Context: an optimization exercise on an open-source flow, tuned for small area. The choices shown serve that exercise and are no tape-out recipe. Only simulation tests tie the RTL to the original design; equivalence was not proved.

==> flow/design.v, too long to show whole: its modules and the start of the top module <==
// module operand_mult_array: 2035 lines
// module product_adder_tree: 7 lines
// module result_buffer_ctrl: 61 lines
// module result_ram: 17 lines
// module mac_buff_top: 43 lines
module mac_buff_top (
    input  logic           CLK,
    input  logic           RST_N,
    input  logic           en_mac,
    input  logic [127:0]   operands,
    input  logic           en_block_read,
    output logic           rdy_mac,
    output logic           rdy_block_read,
    output logic           mem_val_valid,
    output logic [33:0]    mem_val_data
);
  // ...
==> flow/run.sh <==
#!/bin/bash
# synth_recipe.tcl (not shown) runs the flow's synth.tcl, then flattens the netlist and writes it again
# the make line also repeats each setting of config.mk as NAME=value (left out here)
make -C /OpenROAD-flow-scripts/flow DESIGN_CONFIG=/design/flow/config.mk WORK_HOME=/design/flow/orfs CLKGATE_MAP_FILE= SYNTH_SCRIPT=/design/flow/synth_recipe.tcl finish
==> flow/config.mk <==
export PLATFORM = sky130hd
export DESIGN_NAME = mac_buff_top
export DESIGN_NICKNAME = mac_buff_top
export VERILOG_FILES = /design/flow/design.v
export SDC_FILE = /design/flow/constraint.sdc
export NUM_CORES = 4
export LEC_CHECK = 0
export CAP_MARGIN = 20
export CORE_MARGIN = 2
export CORE_UTILIZATION = 40
export SLEW_MARGIN = 20
==> flow/constraint.sdc <==
create_clock -name core_clock -period 6.0 [get_ports {CLK}]
set_input_delay 1.2000 -clock core_clock [delete_from_list [all_inputs] [get_ports {CLK}]]
set_output_delay 1.2000 -clock core_clock [all_outputs]
set_load 0.01 [all_outputs]
==> impl_metrics.tcl, run 1 <==
set metrics [dict create \
    num_vias 45227 \
    cap_violations 0 \
    antenna_found_initial 4 \
    seq_share_pct 62.5 \
    synth.area.mux_share_pct 0.0538 \
    dr.first_iter.drc_count 4111 \
    regArea_um2 69900 \
    die_y_um 498 \
    nClkBuffers 295 \
    htreeDepth 4 \
    dr_wl_met3_um 10000 \
    dieArea_um2 248000 \
    start_kind "flip-flop" \
    synth_top_area_share_pct 66.8 \
    n_tap_cell 3202 \
    final_cell_mix "edfxtp_1 (2176), fa_1 (591), inv_1 (430)" \
    path_cells "ha_1, buf_4, a22oi_1, xor2_1, fa_1, fa_1, fa_1, fa_1, inv_1, fa_1, inv_1, fa_1, fa_1, inv_1, fa_1" \
    nonClockInverterCount 434 \
    grt_start_max_net_pins 185 \
    status "no timing/DRC/antenna violations" \
    clk_share_pct 6.95 \
    cp.required_ns 6.70 \
    max_freq_mhz 175 \
    path_depth 15 \
    synth_most_common_cell "edfxtp_1" \
    antenna_cells 2 \
]
==> run 2: changes to the inputs <==
==> flow/flow/run.sh (new file) <==
#!/bin/bash
set -euo pipefail
CTS="-sink_clustering_enable -repair_clock_nets -dont_use_dummy_load"
CTS="$CTS -buf_list sky130_fd_sc_hd__clkbuf_16"
CTS="$CTS -sink_clustering_size 26 -sink_clustering_max_diameter 120"
bash standard.sh "CTS_ARGS=$CTS" finish > standard_make.log 2>&1
==> flow/standard.sh (new file) <==
#!/bin/bash
# synth_recipe.tcl (not shown) runs the flow's synth.tcl, then flattens the netlist and writes it again
# the make line also repeats each setting of config.mk as NAME=value (left out here)
make -C /OpenROAD-flow-scripts/flow DESIGN_CONFIG=/design/flow/config.mk WORK_HOME=/design/flow/orfs CLKGATE_MAP_FILE= SYNTH_SCRIPT=/design/flow/synth_recipe.tcl "${@:-finish}"
removed: flow/run.sh
==> run 2 against run 1 <==
Still clean. Flip-flop and latch count unchanged. Core utilization decreased by 2.1 points. Global-route usage decreased by 0.40 points. First-iteration DRC count increased by 4.2%. Worst setup slack got worse by 0.096 ns. Area after synthesis unchanged. Clock-buffer cell count decreased by 186.
==> impl_metrics.tcl, run 2 <==
set metrics [dict create \
    grt_start_max_net_pins 185 \
    path_depth 16 \
    critical_path_arrival_ns 6.37 \
    grtUsageTotal_pct 15.6 \
    finalSetupTns_ns 0 \
    clockBufferDepth 3 \
    regMostFlops "u_ram.mem" \
    synth.area.top_cells "edfxtp_1 (67%), fa_1 (12%), dfxtp_1 (4.0%)" \
    syn_avg_cell_area_um2 17.7 \
    clock_latency_ns 0.77 \
    dr.first_iter.drc_count 4283 \
    first_pass_iters 6 \
    synth_area_um2 97800 \
    rr_worst_depth 16 \
    syn_inst 5534 \
    io_buffers 168 \
    slew_headroom_pct 24.6 \
    crit_path_frequent_cell "fa_1" \
    crit_family "adder cells" \
    path_class "flip-flop to flip-flop" \
    cap_violations 0 \
    cts_sinks 2396 \
    synth_edf_count 2176 \
    grt_pass1_wl_um 293000 \
    post-route-util_pct 43.9 \
    critPathCaptureType "flip-flop" \
    drt-met1-wl_um 87000 \
    route.met2.wl_um 92800 \
    layout_commonest_cell "edfxtp_1" \
    stdcell_count 8909 \
    num_vias 44179 \
    holdPathStages 0 \
    synth_most_common_cell "edfxtp_1" \
    drc 0 \
    place.gp.congestion 0.891 \
    grt_pass1_vias 44982 \
    largest_reg_flops 2176 \
    period_share_pct 97.1 \
    hold_viol 0 \
    hp-class "flip-flop to flip-flop" \
    skew_ns 0.115 \
    critPathSlowestCell "fa_1" \
    synth-seq-cells 2396 \
    synth_common_cells "edfxtp_1 (2176), fa_1 (591), inv_1 (430), a22oi_1 (420), xor2_1 (313)" \
    rows 181 \
    dieArea_um2 248000 \
    postCtsHoldBufs 0 \
    synth_top_area_share_pct 66.8 \
    start_util_pct 40.2 \
    layout-drive-gt1-share_pct 6.69 \
    finalSetupViolations 0 \
    cts_resized 0 \
    dr_wl_met3_um 8750 \
    ys_types 60 \
    rsz0062_at_grt "false" \
    status "no timing/DRC/antenna violations" \
    wl_um 195000 \
    die_y_um 498 \
    die_width_um 498 \
    cts_setup_buffers 0 \
    highest_layer "met5" \
    max_freq_mhz 172 \
    wl_per_cell_um 21.9 \
    tightest_slew_ns 1.10 \
    path_clk_slew_ns 0.09 \
    post-route-min-period_ns 5.83 \
    core_um2 243000 \
    cts_tree "yes" \
    worst_path_largest_cell_delay_ns 0.56 \
    final_cell_mix "edfxtp_1 (2176), fa_1 (591), inv_1 (430)" \
    cp.required_ns 6.54 \
    ys_async_sr_fraction_pct 1.00 \
    crit_path_max_fanout 9 \
    start_kind "flip-flop" \
    dp_cells 8799 \
    yosysTopAreaCell "edfxtp_1" \
    fin_nets 6536 \
    ios 169 \
    syn_to_final_growth_pct 9.22 \
    antenna_found_initial 4 \
    cts_made_buffers 109 \
    dp_hpwl_um 140000 \
    holdWs_ns 0.348 \
    htreeDepth 3 \
    maxSlewViolCount 0 \
    synth_fp_nets 6362 \
    yosysWarnings 3 \
    cts-root-buf "clkbuf_16" \
    ant_nets 0 \
    vias_per_cell 4.96 \
    r2r_setup_slack_ns 0.17 \
    ys.flop_type "edfxtp_1" \
    path_cells "ha_1, buf_4, a22oi_1, xnor2_1, ha_1, inv_1, fa_1, fa_1, fa_1, inv_1, fa_1, inv_1, fa_1, fa_1, inv_1, fa_1" \
    yosysSeqAreaShare_pct 71.5 \
    reg.largest.list "u_ram.mem: 2176 flops, u_mult.op_q: 128 flops" \
    timing.critical_path.buf_inv 5 \
    gr-total-overflow 0 \
]
==> run 2: cell counts after synthesis <==
No cell type changed its count.
==> run 2: final cells by class <==
cell class              instances  area, µm²
diodes                          1       2.50
clock buffers                 109       2730
fillers                     21250     136000
inverters                     434       1630
multi-input cells            2359      24900
flip-flops and latches       2396      69900
well taps                    3202       4010
repair buffers                408       3680
==> run 2: final timing paths <==
kind | from | end
hold / removal | u_ram.mem[512]$_DFFE_PP_ | u_ram.mem[546]$_DFFE_PP_
min in group asynchronous | RST_N | u_ctrl.vld[2]$_DFF_PN0_
setup / recovery | u_mult.op_q[23]$_DFF_P_ | u_mult.sum_b[15]$_DFF_P_
max in group asynchronous | RST_N | u_ctrl.state[0]$_DFFE_PN0P_
setup reg to reg | u_mult.op_q[23]$_DFF_P_ | u_mult.sum_b[15]$_DFF_P_
hold reg to reg | u_ram.mem[512]$_DFFE_PP_ | u_ram.mem[546]$_DFFE_PP_
==> run 2: kinds of logic (layout without fill, tap and decap cells) <==
| logic type | count (synthesis) | in the layout | synth area share (%) |
|---|---|---|---|
| DFF | 2396 | 2396 | 71.5 |
| muxes | 5 | 5 | 0.0538 |
| buffers and inverters | 779 | 951 | 3.16 |
| adders and majority gates | 696 | 696 | 13.4 |
| and+or+nand+nor | 443 | 443 | 2.23 |
| xor gates and xnor gates | 553 | 553 | 4.95 |
| AOI/OAI and AO/OA | 662 | 662 | 4.69 |
| other | 0 | 1 | 0 |
==> run 2: routing by layer <==
metal  up-vias  global-route usage, %
met5         -                      0
met1     23037                   22.0
met2      1075                   25.3
met4         2                   5.08
met3       271                   2.10
li1      19794                      -
==> run 2: per-stage QoR <==
step                      cell area (µm²)  worst slack (ns)
after floorplan                     97800            -10.59
after global placement             104000             0.252
after detailed placement           104000             0.224
after CTS                          107000             0.212
after global routing               107000            0.0124
final                              107000             0.173
==> run 2: worst register-to-register path, stage by stage (launching register included) <==
cell	delay (ns)
dfxtp_1	0.50
ha_1	0.42
buf_4	0.21
a22oi_1	0.46
xnor2_1	0.18
ha_1	0.25
inv_1	0.07
fa_1	0.43
fa_1	0.55
fa_1	0.56
inv_1	0.05
fa_1	0.49
inv_1	0.05
fa_1	0.39
fa_1	0.51
inv_1	0.05
fa_1	0.45
==> run 3: changes to the inputs <==
--- a/flow/config.mk
+++ b/flow/config.mk
@@ -8,4 +8,5 @@
 export CAP_MARGIN = 20
 export CORE_MARGIN = 2
 export CORE_UTILIZATION = 40
+export GPL_TIMING_DRIVEN = 0
 export SLEW_MARGIN = 20
==> run 3 against run 2 <==
Area after synthesis stayed put. Flip-flop and latch count stayed put. Critical endpoint is now u_mult.sum_b[17]$_DFF_P_.
==> impl_metrics.tcl, run 3 <==
set metrics [dict create \
    clock_latency_ns 0.79 \
    ios 169 \
    yosysTopAreaCell "edfxtp_1" \
    rows 181 \
    io_buffers 168 \
    antenna_found_initial 3 \
    die_y_um 498 \
    htreeDepth 3 \
    synth-seq-cells 2396 \
    path_class "flip-flop to flip-flop" \
    dp_slack_ns -1.12 \
    cp.required_ns 6.59 \
    cap_violations 0 \
    worst_path_largest_cell_delay_ns 0.63 \
    grt_start_max_net_pins 63 \
    crit_path_frequent_cell "fa_1" \
    yosysSeqAreaShare_pct 71.5 \
    wl_per_cell_um 25.3 \
    layout-drive-gt1-share_pct 9.41 \
    slew_headroom_pct 23.7 \
    start_kind "flip-flop" \
    wl_um 228000 \
    crit_family "adder cells" \
    path_clk_slew_ns 0.10 \
    hold_viol 0 \
    finalSetupTns_ns 0 \
    cts_tree "yes" \
    core_um2 243000 \
    maxSlewViolCount 0 \
    fin_ws_ns 0.0946 \
    gr-total-overflow 0 \
    syn_avg_cell_area_um2 17.7 \
    critical_path_arrival_ns 6.50 \
    ys.flop_type "edfxtp_1" \
    fin_nets 6653 \
    dieArea_um2 248000 \
    timing.critical_path.buf_inv 4 \
    syn_to_final_growth_pct 10.8 \
    place.gp.congestion 0.892 \
    finalSetupViolations 0 \
    max_freq_mhz 169 \
    grt_pass1_wl_um 328000 \
    cts-root-buf "clkbuf_16" \
    path_cells "nand2_1, o21ai_4, clkbuf_8, a22oi_1, xor2_1, fa_1, fa_2, fa_1, fa_1, inv_1, fa_1, inv_1, fa_1, fa_1, inv_1, fa_1" \
    yosysWarnings 3 \
    skew_ns 0.135 \
    synth_edf_count 2176 \
    synth_area_um2 97800 \
    clockBufferDepth 3 \
    hp-class "flip-flop to flip-flop" \
    dr.first_iter.drc_count 3675 \
    final_cell_mix "edfxtp_1 (2176), fa_1 (562), inv_1 (429)" \
    crit_path_max_fanout 10 \
    critPathSlowestCell "fa_1" \
    cts_sinks 2396 \
    ant_nets 0 \
    placed_cell_area_um2 105000 \
    period_share_pct 98.4 \
    synth_common_cells "edfxtp_1 (2176), fa_1 (591), inv_1 (430), a22oi_1 (420), xor2_1 (313)" \
    synth.area.top_cells "edfxtp_1 (67%), fa_1 (12%), dfxtp_1 (4.0%)" \
    first_pass_iters 5 \
    status "no timing/DRC/antenna violations" \
    vias_per_cell 4.95 \
    antenna_cells 0 \
    ys_types 60 \
    critPathCaptureType "flip-flop" \
    regMostFlops "u_ram.mem" \
    start_util_pct 40.2 \
    ys_async_sr_fraction_pct 1.00 \
    tightest_slew_ns 1.14 \
    syn_inst 5534 \
    num_vias 44715 \
    drc 0 \
    dp_hpwl_um 168000 \
    die_width_um 498 \
    reg.largest.list "u_ram.mem: 2176 flops, u_mult.op_q: 128 flops" \
    post-route-min-period_ns 5.91 \
    largest_reg_flops 2176 \
    fin_area_um2 108000 \
    synth_fp_nets 6362 \
    grt_pass1_vias 46368 \
    synth_most_common_cell "edfxtp_1" \
    synth_top_area_share_pct 66.8 \
    grtUsageTotal_pct 18.3 \
    layout_commonest_cell "edfxtp_1" \
    cts_made_buffers 106 \
]
-- run 3: cell counts after synthesis --
Identical to the previous run, type by type.
-- run 3: area by class of cell --
class | count | area [µm²]
plain buffers | 283 | 1760
multi-input cells | 2359 | 25300
clock buffers | 106 | 2650
well taps | 3202 | 4010
fillers | 21279 | 135000
repair buffers | 245 | 3010
flip-flops and latches | 2396 | 70000
inverters | 434 | 1640
-- run 3: per-layer routing --
layer | GRT usage (%) | routed length (µm) | share of wire [%] | vias up
met5 | 0 | 77 | 0.034 | -
met4 | 5.60 | 7900 | 3.5 | 2
met3 | 2.12 | 7240 | 3.2 | 227
met2 | 30.4 | 110000 | 48 | 855
met1 | 25.2 | 103000 | 45 | 23592
li1 | - | - | - | 20039
-- run 3: kinds of logic (layout without fill, tap and decap cells) --
logic type / Yosys count / in the layout / share of synthesized area (%)
buffers and inverters: 779 / 1068 / 3.16
multiplexers: 5 / 5 / 0.0538
adder cells (fa/ha/maj): 696 / 696 / 13.4
flip-flops: 2396 / 2396 / 71.5
AO/OA/AOI/OAI: 662 / 662 / 4.69
AND/OR/NAND/NOR: 443 / 443 / 2.23
XOR/XNOR: 553 / 553 / 4.95
-- run 3: through the flow --
step                util [%]  hold slack [ns]  cells
finish                  44.5            0.298   9025
global route            44.5            0.298   9025
CTS                     44.3            0.280   9016
detailed placement      43.0            0.335   8948
global placement        42.5            0.333   8904
floorplan                  -            0.331   5534
-- run 3: path summary, 6_finish.rpt --
| kind | to | from | depth (start not counted) | slack [ns] |
|---|---|---|---|---|
| max | u_mult.sum_b[17]$_DFF_P_ | u_mult.op_q[21]$_DFF_P_ | 16 | 0.09 |
| min | u_ram.mem[1307]$_DFFE_PP_ | u_ram.mem[1273]$_DFFE_PP_ | 0 | 0.30 |
| max reg2reg | u_mult.sum_b[17]$_DFF_P_ | u_mult.op_q[21]$_DFF_P_ | 16 | 0.09 |
| min reg2reg | u_ram.mem[1307]$_DFFE_PP_ | u_ram.mem[1273]$_DFFE_PP_ | 0 | 0.30 |
| max in group asynchronous | u_ctrl.vld[3]$_DFF_PN0_ | RST_N | 1 | 5.13 |
| min in group asynchronous | u_ctrl.addr[5]$_DFFE_PN0P_ | RST_N | 1 | 0.40 |
-- run 3: repair_timing --
| item | in CTS | in global routing |
|---|---|---|
| hold buffers | 0 | 0 |
| resized for setup | 317 | 220 |
| endpoints found under the setup margin | 46 | 19 |
| setup buffers | 11 | 22 |
| pin swaps | 9 | 28 |
==> run 4: changes to the inputs <==
==> flow/flow/run.sh (replaced) <==
#!/bin/bash
# The standard layout (standard.sh) with two changes:
# - synthesis is synth_recipe.tcl with Yosys's generic abc pass skipped
#   inside synth (-noabc), so that extract_fa sees the adder tree as written;
#   the final liberty abc, flattening and renaming are unchanged
# - a leaner clock tree: clkbuf_16 only, larger sink clusters and no dummy
#   balancing loads
set -euo pipefail
HERE=$(cd "$(dirname "$0")" && pwd)
CTS="-sink_clustering_enable -repair_clock_nets -dont_use_dummy_load"
CTS="$CTS -buf_list sky130_fd_sc_hd__clkbuf_16"
CTS="$CTS -sink_clustering_size 26 -sink_clustering_max_diameter 120"
bash standard.sh "SYNTH_SCRIPT=$HERE/synth_noabc.tcl" "CTS_ARGS=$CTS" finish > standard_make.log 2>&1
==> flow/flow/synth_noabc.tcl (new file) <==
proc synth {args} { yosys synth -nofsm -noshare -noabc {*}$args }
source $::env(SCRIPTS_DIR)/synth.tcl
# left out here: clear keep_hierarchy, flatten, clean up, hide names made inside functions, write 1_2_yosys.v
--- a/flow/config.mk
+++ b/flow/config.mk
@@ -8,5 +8,4 @@
 export CAP_MARGIN = 20
 export CORE_MARGIN = 2
 export CORE_UTILIZATION = 40
-export GPL_TIMING_DRIVEN = 0
 export SLEW_MARGIN = 20
==> run 4 against run 3 <==
Global-route usage down 2.4 points. Register-to-register slack better by 0.17 ns. Via count decreased by 3.5%. Die area shrank 1.1%. Area after synthesis fell by 1.1%. Core utilization shrank 0.59 points. First-iteration DRC count is 15% higher. Critical path depth decreased by 5. Critical path type unchanged. Largest cell class unchanged.
==> impl_metrics.tcl, run 4 <==
set metrics [dict create \
    first_pass_iters 8 \
    wl_um 196000 \
    critPathCaptureType "flip-flop" \
    core_um2 241000 \
    yosysSeqAreaShare_pct 72.3 \
    cts_made_buffers 108 \
    finalSetupTns_ns 0 \
    dr_wl_met3_um 7980 \
    synth_fp_nets 6048 \
    cts_tree "yes" \
    route.met2.wl_um 94400 \
    rsz0062_at_grt "false" \
    clockBufferDepth 3 \
    path_clk_slew_ns 0.09 \
    hp-class "input port to async pin" \
    syn_inst 5203 \
    synth_edf_count 2176 \
    start_kind "flip-flop" \
    htreeDepth 3 \
    syn_to_final_growth_pct 9.31 \
    dp_hpwl_um 141000 \
    maxSlewViolCount 0 \
    period_share_pct 95.6 \
    path_class "flip-flop to flip-flop" \
    die_y_um 496 \
    crit_path_max_fanout 11 \
    grtUsageTotal_pct 15.9 \
    die_width_um 496 \
    skew_ns 0.152 \
    fillers 20785 \
    yosysTopAreaCell "edfxtp_1" \
    post-route-min-period_ns 5.74 \
    grt_start_max_net_pins 226 \
    io_buffers 168 \
    synth_common_cells "edfxtp_1 (2176), fa_1 (604), xnor2_1 (479), a22oi_1 (420), clkbuf_1 (249)" \
    tightest_slew_ns 1.21 \
    regMostFlops "u_ram.mem" \
    layout_commonest_cell "edfxtp_1" \
    holdWs_ns 0.331 \
    finalSetupViolations 0 \
    largest_reg_flops 2176 \
    vias_per_cell 5.03 \
    ys_async_sr_fraction_pct 1.00 \
    syn_avg_cell_area_um2 18.6 \
    antenna_found_initial 7 \
    cp.required_ns 6.56 \
    grt_pass1_wl_um 290000 \
    synth_top_area_share_pct 67.6 \
    ios 169 \
    drc 0 \
    wl_per_cell_um 22.9 \
    num_vias 43133 \
    start_util_pct 40.2 \
    fin_nets 6241 \
    ys.flop_type "edfxtp_1" \
    fin_ws_ns 0.261 \
    cts-root-buf "clkbuf_16" \
    layout-drive-gt1-share_pct 7.23 \
    ys_types 59 \
    slew_headroom_pct 19.4 \
    reg.largest.list "u_ram.mem: 2176 flops, u_mult.op_q: 128 flops" \
    yosysWarnings 3 \
    max_freq_mhz 174 \
    ant_nets 0 \
    final_cell_mix "edfxtp_1 (2176), fa_1 (604), xnor2_1 (479)" \
    cap_violations 0 \
    postCtsHoldBufs 0 \
    synth_most_common_cell "edfxtp_1" \
    status "no timing/DRC/antenna violations" \
    drt-met1-wl_um 84400 \
    clock_latency_ns 0.83 \
    synth_area_um2 96700 \
    synth.area.top_cells "edfxtp_1 (68%), fa_1 (13%), xnor2_1 (4.3%)" \
    dr.first_iter.drc_count 4231 \
    gr-total-overflow 0 \
    hold_viol 0 \
    rows 180 \
    dieArea_um2 246000 \
    grt_pass1_vias 43981 \
    place.gp.congestion 0.908 \
    cts_sinks 2396 \
    critical_path_arrival_ns 6.30 \
    dp_slack_ns 0.211 \
    r2r_setup_slack_ns 0.26 \
    synth-seq-cells 2396 \
    highest_layer "met5" \
]
run 4: changes by cell type after synthesis, moves of 22 or more:
cell / before / now
inv_1: 430 / 134
xor2_1: 313 / 39
xnor2_1: 240 / 479
a21oi_1: 95 / 34
nor2b_1: 40 / 0
nor2_1: 59 / 27
nand3_1: 30 / 59
nand2b_1: 27 / 54
inv_2: 3 / 27
nand2_1: 177 / 200
clkbuf_1: 271 / 249
run 4: what timing repair did:
action,4_1_cts,5_1_grt
gates resized for setup,0,1
endpoints found under the setup margin,0,1
buffers inserted,0,0
hold endpoints to repair,0,0
run 4: logic make-up after synthesis:
kind of cell	synth area share, %
compound gates	4.67
buf+inv	2.07
xor+xnor	4.69
fa+ha+maj	13.9
mux	0.188
flops	72.3
simple gates	2.21
run 4: final cells by class:
type | instances | area, µm² | share of cell area (%)
diodes | 1 | 2.50 | 0.00237
inverters | 163 | 612 | 0.579
clock buffers | 108 | 2700 | 2.56
multi-input cells | 2318 | 24800 | 23.5
well taps | 3185 | 3990 | 3.77
flip-flops and latches | 2396 | 69900 | 66.1
repair buffers | 409 | 3690 | 3.49
run 4: worst max-delay path, cell delays in order, from the launching register on:
cell,delay [ns]
dfxtp_1,0.36
ha_1,0.63
a22oi_1,0.19
xnor2_1,0.25
fa_1,0.51
fa_1,0.66
fa_1,0.46
fa_1,0.49
fa_1,0.46
fa_1,0.52
fa_1,0.53
fa_1,0.48
run 4: final timing paths:
kind | from | end | cells after the start
max in group asynchronous | RST_N | u_ctrl.addr[1]$_DFFE_PN0P_ | 1
hold reg to reg | u_ram.mem[1083]$_DFFE_PP_ | u_ram.mem[1117]$_DFFE_PP_ | 0
hold / removal | RST_N | u_ctrl.addr[4]$_DFFE_PN0P_ | 1
setup / recovery | u_mult.op_q[9]$_DFF_P_ | u_mult.sum_b[22]$_DFF_P_ | 11
min in group core_clock | u_ram.mem[1083]$_DFFE_PP_ | u_ram.mem[1117]$_DFFE_PP_ | 0
setup reg to reg | u_mult.op_q[9]$_DFF_P_ | u_mult.sum_b[22]$_DFF_P_ | 11
run 4: per-layer routing:
metal / global-route usage, % / up-vias
met5: 0 / -
met4: 6.84 / 4
met3: 1.97 / 259
met2: 25.8 / 1081
met1: 21.6 / 22648
li1: - / 19141
run 4: per-stage QoR:
step / instances / cell area, µm² / util, %
2_1_floorplan: 5203 / 96700 / -
3_3_place_gp: 8470 / 103000 / 42.8
3_5_place_dp: 8470 / 103000 / 42.8
4_1_cts: 8578 / 106000 / 43.9
5_1_grt: 8579 / 106000 / 43.9
6_report: 8580 / 106000 / 43.9
==> run 5: changes to the inputs <==
--- a/flow/config.mk
+++ b/flow/config.mk
@@ -7,5 +7,5 @@
 export LEC_CHECK = 0
 export CAP_MARGIN = 20
 export CORE_MARGIN = 2
-export CORE_UTILIZATION = 40
+export CORE_UTILIZATION = 60
 export SLEW_MARGIN = 20
==> run 5 against run 4 <==
Clock skew shrank 0.061 ns. Core utilization grew 21 points. Worst setup slack gained 0.021 ns. Flip-flop and latch count is the same. First-iteration DRC count shrank 2.2%. Maximum frequency grew 0.37%. Global-route usage grew 6.5 points. Critical endpoint is now u_mult.sum_b[13]$_DFF_P_. Highest routed layer is now met4.
==> impl_metrics.tcl, run 5 <==
set metrics [dict create \
    status "no timing/DRC/antenna violations" \
    synth_most_common_cell "edfxtp_1" \
    slew_headroom_pct 23.3 \
    cts_setup_buffers 0 \
    synth_xor_area_share_pct 4.69 \
    wl_um 183000 \
    hp-class "flip-flop to flip-flop" \
    drc 0 \
    synth_fp_nets 6048 \
    crit_family "adder cells" \
    critPathSlowestCell "ha_1" \
    grt_start_max_net_pins 213 \
    synth_compound_area_share_pct 4.67 \
    regMostFlops "u_ram.mem" \
    num_vias 42917 \
    critPathCaptureType "flip-flop" \
    start_util_pct 60.3 \
    dp_hpwl_um 129000 \
    crit_path_frequent_cell "fa_1" \
    rows 147 \
    dr.first_iter.drc_count 4136 \
    synth.area.mux_share_pct 0.188 \
    vias_per_cell 5.70 \
    first_pass_iters 5 \
    multi_input_area_um2 24800 \
    ant_nets 0 \
    cts-root-buf "clkbuf_16" \
    dieArea_um2 164000 \
    rsz0062_at_grt "false" \
    tightest_slew_ns 1.15 \
    synth-seq-cells 2396 \
    grt_pass1_wl_um 269000 \
    syn_avg_cell_area_um2 18.6 \
    hold_viol 0 \
    synth_area_um2 96700 \
    grt_pass1_vias 42486 \
    synth.area.top_cells "edfxtp_1 (68%), fa_1 (13%), xnor2_1 (4.3%)" \
    die_y_um 405 \
    ys_async_sr_fraction_pct 1.00 \
    cap_violations 0 \
    gr-total-overflow 0 \
    max_freq_mhz 175 \
    cts_sinks 2396 \
    syn_to_final_growth_pct 7.69 \
    synth_edf_count 2176 \
    path_cells "ha_1, a22oi_1, xnor2_1, fa_1, fa_1, fa_1, fa_1, fa_1, fa_1, fa_1, fa_1" \
    grtUsageTotal_pct 22.4 \
    postCtsHoldBufs 0 \
    synth_top_area_share_pct 67.6 \
    die_width_um 405 \
    cts_tree "yes" \
    ys_types 59 \
    yosysWarnings 3 \
    yosysSeqAreaShare_pct 72.3 \
    worst_path_largest_cell_delay_ns 0.64 \
    place.gp.congestion 0.953 \
    final_cell_mix "edfxtp_1 (2176), fa_1 (604), xnor2_1 (479)" \
    path_clk_slew_ns 0.10 \
    layout-drive-gt1-share_pct 6.78 \
    htreeDepth 3 \
    core_um2 160000 \
    maxSlewViolCount 0 \
    yosys.area_share.adder_pct 13.9 \
    finalSetupTns_ns 0 \
    yosysTopAreaCell "edfxtp_1" \
    layout_commonest_cell "edfxtp_1" \
    holdWs_ns 0.356 \
    synthSimpleGateAreaFrac_pct 2.21 \
    skew_ns 0.0909 \
    ys.flop_type "edfxtp_1" \
    antenna_found_initial 12 \
    ios 169 \
    crit_path_max_fanout 13 \
    regArea_um2 69900 \
    fin_nets 6216 \
    wl_per_cell_um 24.3 \
    cts_resized 0 \
    syn_inst 5203 \
    synth_top_family_by_area "adder cells" \
    path_class "flip-flop to flip-flop" \
    start_kind "flip-flop" \
    cts_made_buffers 105 \
    clock_latency_ns 0.77 \
    critical_path_arrival_ns 6.28 \
    period_share_pct 95.3 \
    fillers 11136 \
    reg.largest.list "u_ram.mem: 2176 flops, u_mult.op_q: 128 flops" \
    synth_common_cells "edfxtp_1 (2176), fa_1 (604), xnor2_1 (479), a22oi_1 (420), clkbuf_1 (249)" \
    timing.critical_path.buf_inv 0 \
    io_buffers 168 \
    finalSetupViolations 0 \
    cp.required_ns 6.56 \
    clockBufferDepth 3 \
    post-route-min-period_ns 5.72 \
    largest_reg_flops 2176 \
]
run 5: routing by layer:
layer,share of wire (%),global-route usage [%]
met1,43,31.8
met2,46,33.8
met3,4.9,3.14
met4,6.5,12.6
met5,0,0
run 5: metrics by stage:
step / utilization, % / instances / setup WS (ns) / instance area (µm²)
floorplan: - / 5203 / -10.59 / 96700
global placement: 63.3 / 7423 / 0.350 / 101000
global route: 64.9 / 7529 / 0.0810 / 104000
detailed placement: 63.3 / 7424 / 0.302 / 101000
CTS: 64.9 / 7529 / 0.286 / 104000
finish: 64.9 / 7534 / 0.282 / 104000
run 5: kinds of logic (layout without fill, tap and decap cells):
logic type                 after synthesis  in the layout
and+or+nand+nor                        437            437
muxes                                   18             18
AOI/OAI and AO/OA                      632            632
xor gates and xnor gates               518            518
DFF                                   2396           2396
other                                    0              5
buffers and inverters                  489            655
adders and majority gates              713            713
run 5: area by class of cell:
| cell class | instances | share of cell area (%) |
|---|---|---|
| flip-flops and latches | 2396 | 67.1 |
| multi-input cells | 2318 | 23.8 |
| repair buffers | 387 | 3.34 |
| well taps | 2160 | 2.60 |
| clock buffers | 105 | 2.52 |
| inverters | 163 | 0.588 |
| diodes | 5 | 0.0120 |
run 5: worst paths after layout:
| check | start | endpoint | slack, ns | depth (start not counted) |
|---|---|---|---|---|
| worst min register to register | u_ctrl.vld[4]$_DFF_PN0_ | u_ctrl.vld[5]$_DFF_PN0_ | 0.36 | 0 |
| max in group asynchronous | RST_N | u_ctrl.acc_cnt[4]$_DFFE_PN0P_ | 5.22 | 1 |
| worst min-delay path | u_ctrl.vld[4]$_DFF_PN0_ | u_ctrl.vld[5]$_DFF_PN0_ | 0.36 | 0 |
| worst max register to register | u_mult.op_q[7]$_DFF_P_ | u_mult.sum_b[13]$_DFF_P_ | 0.28 | 11 |
| worst max-delay path | u_mult.op_q[7]$_DFF_P_ | u_mult.sum_b[13]$_DFF_P_ | 0.28 | 11 |
| min in group asynchronous | RST_N | u_ctrl.addr[5]$_DFFE_PN0P_ | 0.40 | 1 |
run 5: worst reg2reg max path: stages (launching register included):
cell and delay, ns:
dfxtp_1 0.37, ha_1 0.64, a22oi_1 0.21, xnor2_1 0.24, fa_1 0.48, fa_1 0.63
fa_1 0.50, fa_1 0.54, fa_1 0.44, fa_1 0.52, fa_1 0.51, fa_1 0.48
==> module product_adder_tree, before the edit <==
module product_adder_tree (
    input  logic [33:0]    sum_a,
    input  logic [33:0]    sum_b,
    output logic [33:0]    result_sum
);
    assign result_sum = sum_a + sum_b;
endmodule
==> run 6: changes to the inputs <==
--- a/flow/design.v
+++ b/flow/design.v
@@ -2041,7 +2041,97 @@
     input  logic [33:0]    sum_b,
     output logic [33:0]    result_sum
 );
-    assign result_sum = sum_a + sum_b;
+    wire [33:0] prop = sum_a ^ sum_b;
+    wire [33:0] gen  = sum_a & sum_b;
+    wire g1 = gen[1] | (prop[1] & gen[0]);
+    wire g2 = gen[3] | (prop[3] & gen[2]);
+    wire p2 = prop[3] & prop[2];
+    wire g3 = gen[5] | (prop[5] & gen[4]);
+    wire p3 = prop[5] & prop[4];
+    wire g4 = gen[7] | (prop[7] & gen[6]);
+    wire p4 = prop[7] & prop[6];
+    wire g5 = gen[9] | (prop[9] & gen[8]);
+    wire p5 = prop[9] & prop[8];
+    wire g6 = gen[11] | (prop[11] & gen[10]);
+    wire p6 = prop[11] & prop[10];
+    wire g7 = gen[13] | (prop[13] & gen[12]);
+    wire p7 = prop[13] & prop[12];
+    wire g8 = gen[15] | (prop[15] & gen[14]);
+    wire p8 = prop[15] & prop[14];
+    wire g9 = gen[17] | (prop[17] & gen[16]);
+    wire p9 = prop[17] & prop[16];
+    wire g10 = gen[19] | (prop[19] & gen[18]);
+    wire p10 = prop[19] & prop[18];
+    wire g11 = gen[21] | (prop[21] & gen[20]);
+    wire p11 = prop[21] & prop[20];
+    wire g12 = gen[23] | (prop[23] & gen[22]);
+    wire p12 = prop[23] & prop[22];
+    wire g13 = gen[25] | (prop[25] & gen[24]);
+    wire p13 = prop[25] & prop[24];
+    wire g14 = gen[27] | (prop[27] & gen[26]);
+    wire p14 = prop[27] & prop[26];
+    wire g15 = gen[29] | (prop[29] & gen[28]);
+    wire p15 = prop[29] & prop[28];
+    wire g16 = gen[31] | (prop[31] & gen[30]);
+    wire p16 = prop[31] & prop[30];
+    wire g17 = gen[33] | (prop[33] & gen[32]);
+    wire p17 = prop[33] & prop[32];
+    wire g18 = g2 | (p2 & g1);
+    wire g19 = g4 | (p4 & g3);
+    wire p19 = p4 & p3;
+    wire g20 = g6 | (p6 & g5);
+    wire p20 = p6 & p5;
+    wire g21 = g8 | (p8 & g7);
+    wire p21 = p8 & p7;
+    wire g22 = g10 | (p10 & g9);
+    wire p22 = p10 & p9;
+    wire g23 = g12 | (p12 & g11);
+    wire p23 = p12 & p11;
+    wire g24 = g14 | (p14 & g13);
+    wire p24 = p14 & p13;
+    wire g25 = g16 | (p16 & g15);
+    wire p25 = p16 & p15;
+    wire g26 = g19 | (p19 & g18);
+    wire g27 = g21 | (p21 & g20);
+    wire p27 = p21 & p20;
+    wire g28 = g23 | (p23 & g22);
+    wire p28 = p23 & p22;
+    wire g29 = g25 | (p25 & g24);
+    wire p29 = p25 & p24;
+    wire g30 = g27 | (p27 & g26);
+    wire g31 = g29 | (p29 & g28);
+    wire p31 = p29 & p28;
+    wire g32 = g31 | (p31 & g30);
+    wire g33 = g28 | (p28 & g30);
+    wire g34 = g20 | (p20 & g26);
+    wire g35 = g22 | (p22 & g30);
+    wire g36 = g24 | (p24 & g33);
+    wire g37 = g3 | (p3 & g18);
+    wire g38 = g5 | (p5 & g26);
+    wire g39 = g7 | (p7 & g34);
+    wire g40 = g9 | (p9 & g30);
+    wire g41 = g11 | (p11 & g35);
+    wire g42 = g13 | (p13 & g33);
+    wire g43 = g15 | (p15 & g36);
+    wire g44 = g17 | (p17 & g32);
+    wire g45 = gen[2] | (prop[2] & g1);
+    wire g46 = gen[4] | (prop[4] & g18);
+    wire g47 = gen[6] | (prop[6] & g37);
+    wire g48 = gen[8] | (prop[8] & g26);
+    wire g49 = gen[10] | (prop[10] & g38);
+    wire g50 = gen[12] | (prop[12] & g34);
+    wire g51 = gen[14] | (prop[14] & g39);
+    wire g52 = gen[16] | (prop[16] & g30);
+    wire g53 = gen[18] | (prop[18] & g40);
+    wire g54 = gen[20] | (prop[20] & g35);
+    wire g55 = gen[22] | (prop[22] & g41);
+    wire g56 = gen[24] | (prop[24] & g33);
+    wire g57 = gen[26] | (prop[26] & g42);
+    wire g58 = gen[28] | (prop[28] & g36);
+    wire g59 = gen[30] | (prop[30] & g43);
+    wire g60 = gen[32] | (prop[32] & g32);
+    wire [33:0] cin = {g60, g32, g59, g43, g58, g36, g57, g42, g56, g33, g55, g41, g54, g35, g53, g40, g52, g30, g51, g39, g50, g34, g49, g38, g48, g26, g47, g37, g46, g18, g45, g1, gen[0], 1'b0};
+    assign result_sum = prop ^ cin;
 endmodule
 `default_nettype wire
 `default_nettype none
==> run 6 against run 5 <==
Critical path depth increased by 1. Final area decreased by 0.78%. Sequential share of layout area increased by 0.53 points. Non-clock buffer count decreased by 13. Flip-flop and latch count unchanged. Core utilization increased by 0.16 points. Largest cell class unchanged. Wire length decreased by 2.1%. Area after synthesis decreased by 0.64%. Critical path type unchanged.
==> impl_metrics.tcl, run 6 <==
set metrics [dict create \
    synth_top_area_share_pct 68.0 \
    finalSetupViolations 0 \
    dp_cells 7198 \
    timing.rr.start "u_mult.op_q[25]$_DFF_P_" \
    final_cell_mix "edfxtp_1 (2176), fa_1 (620), xnor2_1 (462)" \
    wl_um 179000 \
    synth_most_common_cell "edfxtp_1" \
    synth_common_cells "edfxtp_1 (2176), fa_1 (620), xnor2_1 (462), a22oi_1 (420), clkbuf_1 (243)" \
    period_share_pct 96.6 \
    tightest_slew_ns 1.19 \
    post-route-min-period_ns 5.79 \
    critPathLaunch "u_mult.op_q[25]$_DFF_P_" \
    io_buffers 168 \
    largest_reg_flops 2176 \
    critPathSlowestCell "o21ai_1" \
    grt_pass1_vias 41663 \
    cp.required_ns 6.55 \
    start_kind "flip-flop" \
    critPathCaptureType "flip-flop" \
    cts-root-buf "clkbuf_16" \
    crit_path_frequent_cell "fa_1" \
    layout_commonest_cell "edfxtp_1" \
    r2r_end "u_mult.sum_b[18]$_DFF_P_" \
    core_um2 159000 \
    path_clk_slew_ns 0.10 \
    die_y_um 404 \
    antenna_found_initial 15 \
    path_cells "nand2b_1, o21ai_1, a22oi_1, xnor2_1, fa_1, fa_1, fa_1, fa_1, fa_1, fa_1, fa_1, fa_1" \
    cts_setup_buffers 0 \
    synth-seq-cells 2396 \
    fillers 10705 \
    rows 146 \
    cts_made_buffers 104 \
    crit_family "adder cells" \
    reg.largest.list "u_ram.mem: 2176 flops, u_mult.op_q: 128 flops" \
    htreeDepth 3 \
    hold_viol 0 \
    finalSetupTns_ns 0 \
    first_pass_iters 6 \
    wl_per_cell_um 24.6 \
    num_vias 41670 \
    status "no timing/DRC/antenna violations" \
    grtUsageTotal_pct 22.1 \
    critical_path_arrival_ns 6.34 \
    cts_resized 0 \
    synth_edf_count 2176 \
    rr_worst_depth 12 \
    fin_nets 6091 \
    hp-class "flip-flop to flip-flop" \
    r2r_setup_slack_ns 0.21 \
    synth_fp_nets 5927 \
    layout-drive-gt1-share_pct 6.65 \
    skew_ns 0.106 \
    path_depth 12 \
    yosysWarnings 3 \
    grt_pass1_wl_um 264000 \
    worstSetupEndpoint "u_mult.sum_b[18]$_DFF_P_" \
    path_class "flip-flop to flip-flop" \
    dieArea_um2 163000 \
    fin_ws_ns 0.206 \
    start_util_pct 60.5 \
    ys_types 50 \
    maxSlewViolCount 0 \
    rsz0062_at_grt "false" \
    worst_path_largest_cell_delay_ns 0.66 \
    max_freq_mhz 173 \
    cap_violations 0 \
    yosysSeqAreaShare_pct 72.7 \
    syn_inst 5068 \
    dp_slack_ns 0.268 \
    cts_sinks 2396 \
    postCtsHoldBufs 0 \
    drc 0 \
    ant_nets 0 \
    grt_start_max_net_pins 212 \
    slew_headroom_pct 20.8 \
    gr-total-overflow 0 \
    crit_path_max_fanout 9 \
    synth.area.top_cells "edfxtp_1 (68%), fa_1 (13%), xnor2_1 (4.2%)" \
    syn_avg_cell_area_um2 19.0 \
    yosysTopAreaCell "edfxtp_1" \
    regMostFlops "u_ram.mem" \
    cts_tree "yes" \
    synth_area_um2 96100 \
    dr.first_iter.drc_count 4058 \
    timing.critical_path.buf_inv 0 \
    ys.flop_type "edfxtp_1" \
    clock_latency_ns 0.77 \
    ios 169 \
    place.gp.congestion 0.900 \
    die_width_um 404 \
    stdcell_count 7303 \
    vias_per_cell 5.71 \
    syn_to_final_growth_pct 7.53 \
    ys_async_sr_fraction_pct 1.00 \
    clockBufferDepth 3 \
    dp_hpwl_um 127000 \
]
## run 6: cell types whose count changed in the layout (fill, tap and decap cells not counted), moves of 7 or more
| cell | before | now |
|---|---|---|
| a21oi_1 | 34 | 12 |
| a21o_1 | 25 | 6 |
| xnor2_1 | 479 | 462 |
| fa_1 | 604 | 620 |
| buf_4 | 207 | 193 |
| nand2_1 | 200 | 188 |
| nor2_1 | 27 | 16 |
| a31oi_1 | 9 | 1 |
| o21ai_1 | 35 | 27 |
| nand3_1 | 59 | 52 |
## run 6: cell families after synthesis
group	count (synthesis)	synth area share, %
multiplexers	17	0.178
AO/OA/AOI/OAI	557	4.16
flip-flops	2396	72.7
XOR/XNOR	504	4.59
AND/OR/NAND/NOR	394	2.02
buffers and inverters	473	2.02
adder cells (fa/ha/maj)	727	14.3
## run 6: metal layers
metal / track usage (%) / vias to the layer above / share of wire, %
li1: - / 18531 / -
met1: 32.3 / 21653 / 44
met2: 33.6 / 1154 / 46
met3: 3.16 / 322 / 5.0
met4: 10.3 / 10 / 5.3
met5: 0 / - / 0.036
## run 6: final cells by class
| cell class | instances | area, µm² | share of cell area (%) |
|---|---|---|---|
| antenna | 1 | 2.50 | 0.00242 |
| clock buffer | 104 | 2600 | 2.52 |
| inverter | 157 | 589 | 0.570 |
| multi-input combinational | 2199 | 24300 | 23.5 |
| sequential | 2396 | 69900 | 67.6 |
| tap | 2072 | 2590 | 2.51 |
| timing repair buffer | 374 | 3390 | 3.28 |
## run 6: worst reg2reg max path, cell delays in order (launching register included)
cell,delay (ns)
dfxtp_1,0.45
nand2b_1,0.09
o21ai_1,0.66
a22oi_1,0.18
xnor2_1,0.26
fa_1,0.48
fa_1,0.59
fa_1,0.44
fa_1,0.51
fa_1,0.47
fa_1,0.53
fa_1,0.52
fa_1,0.48
## run 6: how the worst min path moves through the flow
| stage | startpoint | slack (ns) | depth (start not counted) | endpoint |
|---|---|---|---|---|
| global placement | u_ctrl.vld[5]$_DFF_PN0_ | 0.33 | 0 | u_ctrl.vld[6]$_DFF_PN0_ |
| CTS | u_ram.mem[737]$_DFFE_PP_ | 0.35 | 0 | u_ram.mem[771]$_DFFE_PP_ |
| floorplan | u_ctrl.rd_valid_q$_DFF_PN0_ | 0.33 | 0 | u_ctrl.mem_val_valid$_DFF_PN0_ |
| finish | u_ctrl.rd_valid_q$_DFF_PN0_ | 0.35 | 0 | u_ctrl.mem_val_valid$_DFF_PN0_ |
| detailed placement | u_ctrl.rd_valid_q$_DFF_PN0_ | 0.34 | 0 | u_ctrl.mem_val_valid$_DFF_PN0_ |
| global route | u_ram.mem[981]$_DFFE_PP_ | 0.36 | 0 | u_ram.mem[1015]$_DFFE_PP_ |
## run 6: stage by stage
| step | util (%) | hold WS (ns) | cell area (µm²) |
|---|---|---|---|
| final | 65.1 | 0.350 | 103000 |
| after global routing | 65.1 | 0.361 | 103000 |
| after CTS | 65.1 | 0.350 | 103000 |
| after detailed placement | 63.4 | 0.336 | 101000 |
| after global placement | 63.4 | 0.333 | 101000 |
| after floorplan | - | 0.331 | 96100 |
==> run 7: changes to the inputs <==
==> flow/config.mk (replaced) <==
export PLATFORM = sky130hd
export DESIGN_NAME = mac_buff_top
export DESIGN_NICKNAME = mac_buff_top
export VERILOG_FILES = /design/flow/design.v
export SDC_FILE = /design/flow/constraint.sdc
export NUM_CORES = 4
export LEC_CHECK = 0
export CAP_MARGIN = 10
export CORE_MARGIN = 2
export CORE_UTILIZATION = 70
export SLEW_MARGIN = 10
==> run 7 against run 6 <==
Maximum frequency is 2.1% lower. Clock skew rose by 0.026 ns. First-iteration DRC count grew 83%. Worst setup slack lost 0.12 ns. Non-clock buffer count grew 8. Flip-flop and latch count stayed put. Final area down 0.35%. Sequential share of layout area grew 0.24 points. Area after synthesis is the same. Critical path type unchanged.
==> impl_metrics.tcl, run 7 <==
set metrics [dict create \
    status "no timing/DRC/antenna violations" \
    rsz0062_at_grt "false" \
    skew_ns 0.132 \
    max_freq_mhz 169 \
    ys_async_sr_fraction_pct 1.00 \
    worst_path_largest_cell_delay_ns 0.76 \
    num_vias 46212 \
    gr-total-overflow 0 \
    reg.largest.list "u_ram.mem: 2176 flops, u_mult.op_q: 128 flops" \
    start_kind "flip-flop" \
    critPathCaptureType "flip-flop" \
    rows 135 \
    fillers 7161 \
    tightest_slew_ns 1.18 \
    dieArea_um2 140000 \
    cts_resized 0 \
    timing.critical_path.buf_inv 1 \
    synth_top_area_share_pct 68.0 \
    htreeDepth 3 \
    critPathSlowestCell "fa_1" \
    grt_start_max_net_pins 214 \
    synth_area_um2 96100 \
    drc 0 \
    die_width_um 374 \
    ys.flop_type "edfxtp_1" \
    cts_made_buffers 103 \
    cp.required_ns 6.54 \
    antenna_found_initial 16 \
    hold_viol 0 \
    grt_pass1_vias 47304 \
    cts_sinks 2396 \
    core_um2 136000 \
    ios 169 \
    place.gp.congestion 0.944 \
    syn_avg_cell_area_um2 19.0 \
    path_clk_slew_ns 0.10 \
    fin_nets 6098 \
    crit_family "adder cells" \
    yosysWarnings 3 \
    regMostFlops "u_ram.mem" \
    cts-root-buf "clkbuf_16" \
    synth_edf_count 2176 \
    synth.area.top_cells "edfxtp_1 (68%), fa_1 (13%), xnor2_1 (4.2%)" \
    synth-seq-cells 2396 \
    wl_um 230000 \
    path_cells "ha_1, nand2b_1, inv_2, xnor2_1, fa_1, fa_1, fa_1, fa_1, fa_1, fa_1, fa_1" \
    postCtsHoldBufs 0 \
    grt_pass1_wl_um 330000 \
    grtUsageTotal_pct 33.3 \
    synth_fp_nets 5927 \
    io_buffers 168 \
    synth_most_common_cell "edfxtp_1" \
    maxSlewViolCount 0 \
    layout_commonest_cell "edfxtp_1" \
    wl_per_cell_um 32.7 \
    cts_setup_buffers 0 \
    ant_nets 0 \
    first_pass_iters 12 \
    hp-class "flip-flop to flip-flop" \
    period_share_pct 98.6 \
    cap_violations 0 \
    clock_latency_ns 0.79 \
    slew_headroom_pct 21.6 \
    post-route-min-period_ns 5.92 \
    yosysSeqAreaShare_pct 72.7 \
    crit_path_frequent_cell "fa_1" \
    syn_inst 5068 \
    final_cell_mix "edfxtp_1 (2176), fa_1 (620), xnor2_1 (462)" \
    largest_reg_flops 2176 \
    synth_common_cells "edfxtp_1 (2176), fa_1 (620), xnor2_1 (462), a22oi_1 (420), clkbuf_1 (243)" \
    post-route-util_pct 75.8 \
    cts_tree "yes" \
    vias_per_cell 6.58 \
    yosysTopAreaCell "edfxtp_1" \
    critical_path_arrival_ns 6.45 \
    dr.first_iter.drc_count 7410 \
    dp_hpwl_um 145000 \
    die_y_um 374 \
    start_util_pct 70.7 \
    crit_path_max_fanout 11 \
    ys_types 50 \
    path_class "flip-flop to flip-flop" \
    layout-drive-gt1-share_pct 6.74 \
    finalSetupViolations 0 \
    syn_to_final_growth_pct 7.16 \
    clockBufferDepth 3 \
    finalSetupTns_ns 0 \
]
==> run 7: cell count changes in the layout (fill, tap and decap cells not counted), sizes merged <==
| cell | before | now |
|---|---|---|
| clkdlybuf4s50 | 167 | 168 |
| diode | 1 | 9 |
| buf | 207 | 214 |
| clkbuf | 104 | 103 |
==> run 7: kinds of logic (layout without fill, tap and decap cells) <==
logic type	count (synthesis)	in the layout	synth area share (%)
DFF	2396	2396	72.7
adders and majority gates	727	727	14.3
AOI/OAI and AO/OA	557	557	4.16
and+or+nand+nor	394	394	2.02
muxes	17	17	0.178
buffers and inverters	473	642	2.02
xor gates and xnor gates	504	504	4.59
other	0	9	0
==> run 7: stage by stage <==
| step | instance area (µm²) | std cells | setup slack [ns] | hold slack [ns] |
|---|---|---|---|---|
| after floorplan | 96100 | 5068 | -10.59 | 0.331 |
| after detailed placement | 100000 | 6915 | 0.344 | 0.335 |
| final | 103000 | 7027 | 0.0847 | 0.360 |
| after CTS | 103000 | 7018 | 0.335 | 0.342 |
| after global placement | 100000 | 6915 | 0.351 | 0.332 |
| after global routing | 103000 | 7019 | 0.0702 | 0.355 |
==> run 7: path summary, 6_finish.rpt <==
check                                                from                            end  slack, ns  depth (start not counted)
worst max-delay path              u_mult.op_q[55]$_DFF_P_       u_mult.sum_a[19]$_DFF_P_       0.08                         11
worst min-delay path            u_ram.mem[1565]$_DFFE_PP_      u_ram.mem[1599]$_DFFE_PP_       0.36                          0
worst max register to register    u_mult.op_q[55]$_DFF_P_       u_mult.sum_a[19]$_DFF_P_       0.08                         11
worst min register to register  u_ram.mem[1565]$_DFFE_PP_      u_ram.mem[1599]$_DFFE_PP_       0.36                          0
max in group asynchronous                           RST_N  u_ctrl.acc_cnt[2]$_DFFE_PN0P_       4.34                          1
min in group asynchronous                           RST_N    u_ctrl.state[0]$_DFFE_PN0P_       1.00                          1
==> run 7: layout make-up <==
| class | count | area, µm² | share of cell area, % |
|---|---|---|---|
| Antenna cell | 9 | 22.5 | 0.0219 |
| Clock buffer | 103 | 2580 | 2.50 |
| Inverter | 157 | 589 | 0.572 |
| Multi-Input combinational cell | 2199 | 24300 | 23.6 |
| Sequential cell | 2396 | 69900 | 67.9 |
| Tap cell | 1781 | 2230 | 2.16 |
| Timing Repair Buffer | 382 | 3400 | 3.30 |
==> run 7: worst reg2reg max path, cell delays in order, from the launching register on <==
cell and delay [ns]:
dfxtp_1 0.50, ha_1 0.21, nand2b_1 0.52, inv_2 0.41
xnor2_1 0.32, fa_1 0.55, fa_1 0.76, fa_1 0.48
fa_1 0.45, fa_1 0.55, fa_1 0.53, fa_1 0.43
==> run 7: per-layer routing <==
metal	global-route usage [%]	up-vias	part of all wire, %
met5	0.103	-	0.032
li1	-	18563	-
met3	7.38	870	9.1
met2	52.6	3215	48
met1	43.7	23554	36
met4	18.7	10	7.2
==> module result_buffer_ctrl, before the edit <==
module result_buffer_ctrl #(
    parameter int AW = 6
) (
    input  logic           CLK,
    input  logic           RST_N,
    input  logic           en_mac,
    input  logic           en_block_read,
    output logic           rdy_mac,
    output logic           rdy_block_read,
    output logic           mem_val_valid,
    output logic           shift
);
    localparam logic [1:0] IDLE    = 2'b00;
    localparam logic [1:0] WRITING = 2'b01;
    localparam logic [1:0] FULL    = 2'b10;
    localparam logic [1:0] READING = 2'b11;
    logic [1:0]    state;
    logic [AW:0]   acc_cnt;
    logic [AW-1:0] addr;
    logic [6:0]    vld;
    logic          rd_valid_q;
    logic          accept;
    logic          wr_fire;
    logic          rd_fire;
    logic          last;
    assign rdy_mac        = ~state[1] & ~acc_cnt[AW];
    assign rdy_block_read = (state == FULL);
    assign accept         = en_mac & rdy_mac;
    assign wr_fire        = vld[6] & (state == WRITING);
    assign rd_fire        = (state == READING);
    assign last           = &addr;
    assign shift = vld[1] | mem_val_valid;
    always_ff @(posedge CLK or negedge RST_N) begin
        if (!RST_N) begin
            state      <= IDLE;
            acc_cnt    <= '0;
            addr       <= '0;
            vld        <= '0;
            rd_valid_q <= 1'b0;
            mem_val_valid <= 1'b0;
        end else begin
            vld        <= {vld[5:0], accept};
            rd_valid_q <= rd_fire;
            mem_val_valid <= rd_valid_q;
            case (state)
                IDLE:    if (accept) state <= WRITING;
                WRITING: if (wr_fire && last) state <= FULL;
                FULL:    if (en_block_read) state <= READING;
                default: if (last) state <= IDLE;
            endcase
            if (rd_fire) begin
                acc_cnt <= '0;
            end else if (accept) begin
                acc_cnt <= acc_cnt + 1'b1;
            end
            if (wr_fire || rd_fire) begin
                addr <= addr + 1'b1;
            end
        end
    end
endmodule
==> run 8: changes to the inputs <==
--- a/flow/design.v
+++ b/flow/design.v
@@ -2135,9 +2135,7 @@
 endmodule
 `default_nettype wire
 `default_nettype none
-module result_buffer_ctrl #(
-    parameter int AW = 6
-) (
+module result_buffer_ctrl (
     input  logic           CLK,
     input  logic           RST_N,
     input  logic           en_mac,
@@ -2152,46 +2150,37 @@
     localparam logic [1:0] FULL    = 2'b10;
     localparam logic [1:0] READING = 2'b11;
     logic [1:0]    state;
-    logic [AW:0]   acc_cnt;
-    logic [AW-1:0] addr;
+    logic [6:0]    cnt;
     logic [6:0]    vld;
     logic          rd_valid_q;
     logic          accept;
-    logic          wr_fire;
-    logic          rd_fire;
-    logic          last;
-    assign rdy_mac        = ~state[1] & ~acc_cnt[AW];
+    logic          reading;
+    logic          last_wr;
+    assign rdy_mac        = ~state[1] & ~cnt[6];
     assign rdy_block_read = (state == FULL);
     assign accept         = en_mac & rdy_mac;
-    assign wr_fire        = vld[6] & (state == WRITING);
-    assign rd_fire        = (state == READING);
-    assign last           = &addr;
+    assign reading        = (state == READING);
+    assign last_wr        = vld[6] & cnt[6] & ~|vld[5:0];
     assign shift = vld[1] | mem_val_valid;
     always_ff @(posedge CLK or negedge RST_N) begin
         if (!RST_N) begin
-            state      <= IDLE;
-            acc_cnt    <= '0;
-            addr       <= '0;
-            vld        <= '0;
-            rd_valid_q <= 1'b0;
+            state         <= IDLE;
+            cnt           <= '0;
+            vld           <= '0;
+            rd_valid_q    <= 1'b0;
             mem_val_valid <= 1'b0;
         end else begin
-            vld        <= {vld[5:0], accept};
-            rd_valid_q <= rd_fire;
+            vld           <= {vld[5:0], accept};
+            rd_valid_q    <= reading;
             mem_val_valid <= rd_valid_q;
             case (state)
                 IDLE:    if (accept) state <= WRITING;
-                WRITING: if (wr_fire && last) state <= FULL;
+                WRITING: if (last_wr) state <= FULL;
                 FULL:    if (en_block_read) state <= READING;
-                default: if (last) state <= IDLE;
+                default: if (&cnt[5:0]) state <= IDLE;
             endcase
-            if (rd_fire) begin
-                acc_cnt <= '0;
-            end else if (accept) begin
-                acc_cnt <= acc_cnt + 1'b1;
-            end
-            if (wr_fire || rd_fire) begin
-                addr <= addr + 1'b1;
+            if (accept || reading) begin
+                cnt <= cnt + 1'b1;
             end
         end
     end
==> flow/config.mk (replaced) <==
export PLATFORM = sky130hd
export DESIGN_NAME = mac_buff_top
export DESIGN_NICKNAME = mac_buff_top
export VERILOG_FILES = /design/flow/design.v
export SDC_FILE = /design/flow/constraint.sdc
export NUM_CORES = 4
export LEC_CHECK = 0
export CAP_MARGIN = 20
export CORE_MARGIN = 2
export CORE_UTILIZATION = 60
export SLEW_MARGIN = 20
==> run 8 against run 7 <==
Final area increased by 0.15%. Clock skew fell by 0.048 ns. Die area is 16% higher. Cell count is 3.7% higher. Critical path type unchanged. Highest routed layer unchanged.
==> impl_metrics.tcl, run 8 <==
set metrics [dict create \
    postCtsHoldBufs 0 \
    path_clk_slew_ns 0.10 \
    layout_commonest_cell "edfxtp_1" \
    wl_um 181000 \
    vias_per_cell 5.74 \
    die_y_um 404 \
    gr-total-overflow 0 \
    syn_avg_cell_area_um2 19.0 \
    hold_viol 0 \
    synth_edf_count 2176 \
    skew_ns 0.0841 \
    cts_made_buffers 103 \
    drc 0 \
    grtUsageTotal_pct 22.2 \
    fillers 10810 \
    ys_async_sr_fraction_pct 0.753 \
    synth_area_um2 95900 \
    cts_setup_buffers 0 \
    ios 169 \
    grt_start_max_net_pins 212 \
    slew_headroom_pct 25.5 \
    cts_tree "yes" \
    synth-seq-cells 2390 \
    dr.first_iter.drc_count 4177 \
    cts_resized 0 \
    synth_fp_nets 5908 \
    grt_pass1_wl_um 265000 \
    yosysWarnings 3 \
    hp-class "flip-flop to flip-flop" \
    cap_violations 0 \
    place.gp.congestion 0.889 \
    maxSlewViolCount 0 \
    synth.area.top_cells "edfxtp_1 (68%), fa_1 (13%), xnor2_1 (4.2%)" \
    ant_nets 0 \
    tightest_slew_ns 1.12 \
    status "no timing/DRC/antenna violations" \
    path_class "flip-flop to flip-flop" \
    crit_path_max_fanout 17 \
    cts_sinks 2390 \
    core_um2 159000 \
    syn_inst 5050 \
    post-route-min-period_ns 5.77 \
    start_util_pct 60.5 \
    first_pass_iters 6 \
    clock_latency_ns 0.76 \
    grt_pass1_vias 41264 \
    cp.required_ns 6.59 \
    io_buffers 168 \
    num_vias 41829 \
    dp_hpwl_um 128000 \
    critical_path_arrival_ns 6.36 \
    clockBufferDepth 3 \
    layout-drive-gt1-share_pct 6.69 \
    critPathCaptureType "flip-flop" \
    largest_reg_flops 2176 \
    period_share_pct 96.1 \
    die_width_um 404 \
    reg.largest.list "u_ram.mem: 2176 flops, u_mult.op_q: 128 flops" \
    synth_common_cells "edfxtp_1 (2176), fa_1 (620), xnor2_1 (459), a22oi_1 (420), clkbuf_1 (208)" \
    synth_top_area_share_pct 68.1 \
    ys_types 49 \
    synth_most_common_cell "edfxtp_1" \
    yosysSeqAreaShare_pct 72.7 \
    finalSetupViolations 0 \
    wl_per_cell_um 24.8 \
    dieArea_um2 163000 \
    start_kind "flip-flop" \
    rows 146 \
    htreeDepth 3 \
    syn_to_final_growth_pct 7.53 \
    final_cell_mix "edfxtp_1 (2176), fa_1 (620), xnor2_1 (459)" \
    rsz0062_at_grt "false" \
    yosysTopAreaCell "edfxtp_1" \
    ys.flop_type "edfxtp_1" \
    cts-root-buf "clkbuf_16" \
    regMostFlops "u_ram.mem" \
    antenna_found_initial 7 \
    finalSetupTns_ns 0 \
    max_freq_mhz 173 \
    fin_nets 6076 \
]
## run 8: cell count changes after synthesis, moves of 3 or more
cell	previous run	this run
buf_2	29	62
nand3_1	52	47
o21ai_1	28	32
clkbuf_1	243	208
xnor2_1	462	459
o21bai_1	1	4
dfrtp_1	24	18
nor2_1	16	8
buf_4	34	37
## run 8: cells by family after synthesis
logic type                 synth area share [%]
AOI/OAI and AO/OA                          4.15
DFF                                        72.7
and+or+nand+nor                            1.98
adders and majority gates                  14.3
xor gates and xnor gates                   4.57
buffers and inverters                      2.09
muxes                                     0.190
## run 8: metal layers
| layer | GRT usage [%] | up-vias | wire, µm |
|---|---|---|---|
| met1 | 32.6 | 21808 | 78500 |
| li1 | - | 18475 | - |
| met5 | 0 | - | 34 |
| met4 | 9.26 | 6 | 8440 |
| met3 | 3.07 | 307 | 9410 |
| met2 | 34.2 | 1233 | 84400 |
## run 8: stage by stage
stage | cell area [µm²] | setup WS, ns | instances | hold slack, ns | utilization (%)
floorplan | 95900 | -10.66 | 5050 | 0.331 | -
global placement | 101000 | 0.299 | 7184 | 0.340 | 63.4
detailed placement | 101000 | 0.275 | 7184 | 0.337 | 63.4
CTS | 103000 | 0.219 | 7287 | 0.349 | 65.0
global route | 103000 | 0.000717 | 7288 | 0.363 | 65.0
finish | 103000 | 0.233 | 7289 | 0.359 | 65.0
## run 8: path summary, 6_finish.rpt
check                                          startpoint  slack (ns)                          end  cells past startpoint
max in group asynchronous                           RST_N        4.64  u_ctrl.state[0]$_DFFE_PN0P_                      1
worst max-delay path              u_mult.op_q[21]$_DFF_P_        0.23     u_mult.sum_b[22]$_DFF_P_                     12
min in group asynchronous                           RST_N        0.88    u_ctrl.cnt[5]$_DFFE_PN0P_                      1
worst max register to register    u_mult.op_q[21]$_DFF_P_        0.23     u_mult.sum_b[22]$_DFF_P_                     12
worst min-delay path            u_ram.mem[1566]$_DFFE_PP_        0.36    u_ram.mem[1600]$_DFFE_PP_                      0
worst min register to register  u_ram.mem[1566]$_DFFE_PP_        0.36    u_ram.mem[1600]$_DFFE_PP_                      0
## run 8: final cells by class
type                            instances  area (µm²)  share of cell area (%)
Inverter                              159         597                   0.579
Antenna cell                            1        2.50                 0.00243
Tap cell                             2072        2590                    2.51
Clock buffer                          103        2580                    2.50
Sequential cell                      2390       69700                    67.6
Multi-Input combinational cell       2185       24200                    23.5
Timing Repair Buffer                  379        3450                    3.34
## run 8: worst max-delay path, stage by stage, from the launching register on
cell      delay [ns]
dfxtp_1         0.40
ha_1            0.21
nand2b_1        0.19
inv_2           0.48
xnor2_1         0.22
fa_1            0.48
fa_1            0.51
fa_1            0.66
fa_1            0.49
fa_1            0.46
fa_1            0.52
fa_1            0.53
fa_1            0.48

[static timing again, ports no longer ideal]
The results above use ideal ports. As a check the final layouts listed here were re-extracted and re-timed, cells and wires unchanged.
Step 1 sets driving cells, clkbuf_16 on the clock port and buf_2 on the other inputs (assumed; they add their load-dependent delay and slew).
Step 2, shift: input delay + t, output delay - t, t = (earliest + latest rising clock arrival at the registers) / 2. This alone moves slack from input paths to output paths.
Three values: ideal ports, drivers, drivers and shift; two values: the first two.
| run | t (ns) | setup slack, ns | worst hold slack (ns) | latest minus earliest clock arrival (ns) | cell pins on the clock port's net |
|---|---|---|---|---|---|
| run 1 | 0.940 | 0.270 / 0.270 / 0.270 | 0.308 / 0.243 / 0.340 | 0.093 / 0.093 | 1 |
| run 2 | 0.815 | 0.173 / 0.173 / 0.173 | 0.348 / 0.304 / 0.348 | 0.142 / 0.143 | 1 |
| run 3 | 0.815 | 0.095 / 0.095 / 0.095 | 0.298 / 0.298 / 0.298 | 0.139 / 0.140 | 1 |
| run 4 | 0.846 | 0.261 / 0.261 / 0.261 | 0.331 / 0.264 / 0.338 | 0.162 / 0.163 | 1 |
| run 5 | 0.801 | 0.282 / 0.282 / 0.282 | 0.356 / 0.331 / 0.356 | 0.106 / 0.106 | 1 |
| run 6 | 0.803 | 0.206 / 0.206 / 0.206 | 0.350 / 0.323 / 0.350 | 0.113 / 0.113 | 1 |
| run 7 | 0.817 | 0.085 / 0.085 / 0.085 | 0.360 / 0.360 / 0.360 | 0.140 / 0.140 | 1 |
| run 8 | 0.804 | 0.233 / 0.233 / 0.233 | 0.359 / 0.359 / 0.359 | 0.087 / 0.088 | 1 |
After both steps every run listed still meets setup and hold.
